Context: an optimization exercise on an open-source flow, tuned for small area. The choices shown serve that exercise and are no tape-out recipe. RTL that was checked went through simulation tests only; none was proved equivalent to the original.

## cordic
module cordic
#(
  parameter int PW      = cordic_pkg::PW_DEF,
  parameter int IW      = cordic_pkg::IW_DEF,
  parameter int OW      = cordic_pkg::OW_DEF,
  parameter int NSTAGES = cordic_pkg::NSTAGES_DEF
) (
  input  logic               clk,
  input  logic               reset,
  input  logic               enable,
  input  logic signed [30:0] i_xval,
  input  logic signed [30:0] i_yval,
  input  logic        [11:0] i_phase,
  output logic signed [31:0] o_xval,
  output logic signed [31:0] o_yval
);
  logic [3:0] cnt;
  always_ff @(posedge clk) begin
    if (reset) cnt <= '0;
    else if (enable && cnt != 4'd12) cnt <= cnt + 4'd1;
  end
  logic [31:0] ax, ay;
  logic [1:0]  aq;
  logic [9:0]  ap;
  logic        qd_x, qd_y, mi_x, mi_y;
  assign qd_x = (i_phase[11:10] == 2'd2);
  assign qd_y = (i_phase[11:10] == 2'd1);
  always_comb begin
    case ({i_phase[11:10], ~i_phase[9]})
      3'd0: {mi_x, mi_y} = 2'b01;
      3'd1: {mi_x, mi_y} = 2'b10;
      3'd2: {mi_x, mi_y} = 2'b11;
      3'd3: {mi_x, mi_y} = 2'b00;
      3'd4: {mi_x, mi_y} = 2'b10;
      3'd5: {mi_x, mi_y} = 2'b01;
      3'd6: {mi_x, mi_y} = 2'b00;
      3'd7: {mi_x, mi_y} = 2'b11;
      default: {mi_x, mi_y} = 2'b00;
    endcase
  end
  always_ff @(posedge clk) begin
    if (enable) begin
      ax <= ({i_xval[30], i_xval} - {31'd0, qd_x}) ^ {32{mi_x}};
  ...
clock: 5.0 ns
lec_check: 0
cap_margin: 20
core_margin: 2
core_utilization: 90
cts_buf_list: sky130_fd_sc_hd__clkbuf_16
cts_cluster_diameter: 90
cts_cluster_size: 24
slew_margin: 20
synth_hierarchical: 1
synth_minimum_keep_size: 0
standard.sh (not shown) runs the stock make flow with config.mk's settings and CLKGATE_MAP_FILE= SYNTH_SCRIPT=/design/flow/synth_recipe.tcl, a recipe that flattens the netlist after the stock synthesis.
==> flow/flow/run.sh <==
#!/bin/bash
# The standard layout, with the port buffers made from the smallest buffer
# cell instead of the default delay buffer.  Each ORFS step writes its own log
# under orfs/logs; the make output goes to standard.log.
set -euo pipefail
export BUFFER_PORTS_ARGS="-buffer_cell sky130_fd_sc_hd__buf_1"
bash standard.sh > standard.log 2>&1
The first run never finished: it broke off in global routing (5_1_grt).
Rerun with:
- CORE_UTILIZATION: 90 -> 70
After rerunning: The new run passed the timing, design-rule and antenna checks; area after synthesis stays the same; synthesized cell count does not change.
Rerun with:
- CORE_UTILIZATION: 70 -> 80
Setup slack is worse by 92 ps.
Area after synthesis is unchanged.
Utilization came out higher by 10 points.
Die area came out lower by about 12%.
Hold slack is worse by 10 ps.
First-iteration DRC count came out higher by about 12%.
Routed wire length came out higher by about 4.6%.
Maximum frequency came out lower by 2.0%.
Rerun with:
==> flow/run.sh (new file) <==
#!/bin/bash
# synth_recipe.tcl (not shown) runs the flow's synth.tcl, then flattens the netlist and writes it again
# the make line also repeats each setting of config.mk as NAME=value (left out here)
make -C /OpenROAD-flow-scripts/flow DESIGN_CONFIG=/design/flow/config.mk WORK_HOME=/design/flow/orfs CLKGATE_MAP_FILE= SYNTH_SCRIPT=/design/flow/synth_recipe.tcl finish
removed: flow/flow/run.sh
removed: flow/standard.sh
=> The changed run finished with timing, DRC and antenna clean; final area rises by 1.5%; first-iteration DRC count rises by 2.7%; register-to-register slack loses 30 ps; worst setup slack loses 28 ps; global-route usage rises by 0.85 points.

## xenon
Another version of the RTL of cordic (not shown whole).
Size: ~5500 cells after synthesis, ~140 I/O pins, ~61000 um^2 of cells after synthesis.
clock: 5.0 ns
lec_check: 0
cap_margin: 20
core_margin: 2
core_utilization: 55
cts_buf_list: sky130_fd_sc_hd__clkbuf_16
cts_cluster_diameter: 80
cts_cluster_size: 28
slew_margin: 20
synth_hierarchical: 1
synth_minimum_keep_size: 0
==> flow/flow/run.sh <==
#!/bin/bash
# The standard layout, with the port buffers made from the smallest buffer
# cell instead of the default delay buffer.  Each ORFS step writes its own log
# under orfs/logs; the make output goes to standard.log.
set -euo pipefail
export BUFFER_PORTS_ARGS="-buffer_cell sky130_fd_sc_hd__buf_1"
bash standard.sh > standard.log 2>&1
No stage failed in xenon, and the final checks on the layout all came back clean.
> inputs changed (xenon -> zinc)
Settings: swapping 28 for 24 in CTS_CLUSTER_SIZE; swapping 80 for 90 in CTS_CLUSTER_DIAMETER; swapping 55 for 70 in CORE_UTILIZATION.
## What came out
zinc | status: complete | timing, DRC, antenna: pass
Per the comparison of zinc with xenon, final hold slack was more or less identical, critical path depth went down by 1, global route total overflow was more or less identical.
[inputs] raven vs zinc
Settings: CORE_UTILIZATION changed from 70 to 55.
==> results.txt <==
- Compared with zinc, raven shows fmax that has gone up slightly.
- raven vs zinc — number of global-route vias before repair dropped 1794.
- Diff zinc -> raven: routed wire length on met2 lower.

cordic, a different RTL version from the one above (not shown whole).
For scale: ~6100 cells after synthesis, ~980 flip-flops, about 140 I/O pins, roughly 68000 sq um of cells after synthesis.
clock: 5.0 ns
lec_check: 0
cap_margin: 20
core_margin: 2
core_utilization: 60
cts_buf_list: sky130_fd_sc_hd__clkbuf_8
slew_margin: 20
run.sh (not shown) runs the stock make flow with config.mk's settings and CLKGATE_MAP_FILE= SYNTH_SCRIPT=/design/flow/synth_recipe.tcl, a recipe that flattens the netlist after the stock synthesis.
Stock flow here: none of the scripts above is used.
==> next run, changes <==
Settings changed: CORE_UTILIZATION 60 to 40, CTS_BUF_LIST sky130_fd_sc_hd__clkbuf_8 to default.
After rerunning: Critical path depth rose by 1. Clock-buffer cell count fell by 39. Die area rose by 49%. Hold slack got worse by 5.1 ps. Non-clock buffer count fell by 6. Cell area rose by 1.4%. Area after synthesis is unchanged. Synthesized cell count is unchanged.
==> next run, changes <==
Settings changed: CTS_BUF_LIST from default to sky130_fd_sc_hd__clkbuf_4 sky130_fd_sc_hd__clkbuf_8.
Outcome: Sequential share of layout area barely changes. Final cell count came out higher by 1.2%. Design area hardly moves. Count of clock-buffer cells in the layout came out higher by 89. Wire length came out higher by 0.71%. Synthesized area is unchanged.

## job 101
Another version of the RTL of cordic (not shown whole).
Size: ~140 I/O pins.
==> flow/design.v (excerpt) <==
module cordic
(
  input  logic               clk,
  input  logic               reset,
  input  logic               enable,
  input  logic signed [30:0] i_xval,
  input  logic signed [30:0] i_yval,
  input  logic        [11:0] i_phase,
  output logic signed [31:0] o_xval,
  output logic signed [31:0] o_yval
);
Settings: LEC_CHECK=0, CAP_MARGIN=20, CORE_MARGIN=2, CORE_UTILIZATION=40, CTS_BUF_LIST=sky130_fd_sc_hd__clkbuf_16, CTS_CLUSTER_DIAMETER=100, CTS_CLUSTER_SIZE=30, SLEW_MARGIN=20, SYNTH_HIERARCHICAL=1, SYNTH_MINIMUM_KEEP_SIZE=0; clock period 5.0 ns.
What job 102 does differently from job 101 at the input level:
- CTS_CLUSTER_DIAMETER: 100 -> 80
- CTS_CLUSTER_SIZE: 30 -> 20
### Flow results
The final layouts of job 101 and job 102 pass the timing, design-rule and antenna checks.
Job 102 against job 101: critical path depth was more or less identical; sequential cell area saw little to no change; final period demand of the worst path dropped 0.071 ns.
[compare] base=job 101 new=job 102: hold slack has decreased; worst setup slack moved up.
The inputs of job 103 differ from those of job 102 as listed below.
- swapping 20 for 16 in CTS_CLUSTER_SIZE
- swapping 80 for 60 in CTS_CLUSTER_DIAMETER
- swapping sky130_fd_sc_hd__clkbuf_16 for sky130_fd_sc_hd__clkbuf_8 in CTS_BUF_LIST
[summary]
- Between job 102 and job 103, the count of antenna diodes in the layout is higher for job 103.
- Count of clock-buffer cells in the layout for job 103: 36 up relative to job 102
- Job 103 vs job 102 — maximum frequency dropped slightly
- Data arrival at the endpoint of the critical path for job 103: 0.23 ns up relative to job 102
- First-pass GRT wire length: job 103 worse than job 102
- Delta(signed area change from the synthesized netlist to the final layout, job 103 - job 102) > 0
- Worst-margin pin slew: job 102 vs job 103 — no meaningful difference
- Setup slack in job 103 is smaller than in job 102.

v6:
cordic, a different RTL version from the one above (not shown whole).
Size in the first run: about 5700 cells after synthesis, about 140 I/O pins.
// cordic
module cordic
(
  input  logic               clk,
  input  logic               reset,
  input  logic               enable,
  input  logic signed [30:0] i_xval,
  input  logic signed [30:0] i_yval,
  input  logic        [11:0] i_phase,
  output logic signed [31:0] o_xval,
  output logic signed [31:0] o_yval
);
clock: 5.0 ns
lec_check: 0
cap_margin: 20
core_margin: 2
core_utilization: 40
cts_buf_list: sky130_fd_sc_hd__clkbuf_16
cts_cluster_diameter: 90
cts_cluster_size: 24
slew_margin: 20
synth_hierarchical: 1
synth_minimum_keep_size: 0
Every stage of the flow completed for v6, and the final layout passed the timing, design-rule and antenna checks.
> inputs changed (v6 -> v7)
==> flow/flow/run.sh (new file) <==
#!/bin/bash
# The standard layout, with the port buffers made from the smallest buffer
# cell instead of the default delay buffer.  Each ORFS step writes its own log
# under orfs/logs; the make output goes to standard.log.
set -euo pipefail
export BUFFER_PORTS_ARGS="-buffer_cell sky130_fd_sc_hd__buf_1"
bash standard.sh > standard.log 2>&1
==> flow/standard.sh (new file) <==
#!/bin/bash
# synth_recipe.tcl (not shown) runs the flow's synth.tcl, then flattens the netlist and writes it again
# the make line also repeats each setting of config.mk as NAME=value (left out here)
make -C /OpenROAD-flow-scripts/flow DESIGN_CONFIG=/design/flow/config.mk WORK_HOME=/design/flow/orfs CLKGATE_MAP_FILE= SYNTH_SCRIPT=/design/flow/synth_recipe.tcl "${@:-finish}"
removed: flow/run.sh
==> comparison <==
Compare v6 and v7 | fraction of the cycle the final worst path needs lower: v7
Cell area | v7 vs v6 | v7 smaller
Re via count of the first global-routing pass: v6 and v7 aren't equal, and the higher value belongs to v6.
Between v6 and v7, the number of standard cells in the layout, taps in and fillers out figures differ only marginally.
No run of this note included a check of the RTL's function; only the layout flow was run.

## port drivers added, routing unchanged
How much do the figures lean on ideal ports? The routed layouts below were timed once more, with nothing changed but the port constraints.
Step 1: set_driving_cell puts a clkbuf_16 on clk and a buf_2 on each other input, an assumption about the parent block.
Step 2 adds t to the input delays and takes it off the output delays; t is the mean of the earliest and latest rising clock arrival at the registers after step 1. Input paths then give back, and output paths get back, about the clock's delay inside the block.
Slacks: ideal / step 1 / step 2; pairs: ideal / step 1.
| run | shift t [ns] | slack for setup (ns) | worst data-port slew with drivers (ns) |
|---|---|---|---|
| the second run of note 1 | 0.697 | 0.408 / 0.408 / 0.408 | 0.04 |
| the third run of note 1 | 0.683 | 0.316 / 0.316 / 0.316 | 0.05 |
| the fourth run of note 1 | 0.685 | 0.288 / 0.288 / 0.288 | 0.06 |
| xenon | 0.748 | 0.449 / 0.449 / 0.449 | 0.06 |
| zinc | 0.697 | 0.408 / 0.408 / 0.408 | 0.04 |
| raven | 0.718 | 0.432 / 0.432 / 0.432 | 0.05 |
| the first run of note 3 | 0.908 | 0.392 / 0.392 / 0.392 | 0.06 |
| the second run of note 3 | 0.800 | 0.505 / 0.505 / 0.505 | 0.05 |
| the third run of note 3 | 0.941 | 0.468 / 0.468 / 0.468 | 0.05 |
| job 101 | 0.761 | 0.503 / 0.503 / 0.503 | 0.05 |
| job 102 | 0.736 | 0.574 / 0.574 / 0.574 | 0.05 |
| job 103 | 0.905 | 0.503 / 0.503 / 0.503 | 0.05 |
| v6 | 0.748 | 0.509 / 0.509 / 0.509 | 0.05 |
| v7 | 0.740 | 0.533 / 0.533 / 0.533 | 0.04 |
After both steps every run listed still meets setup and hold.
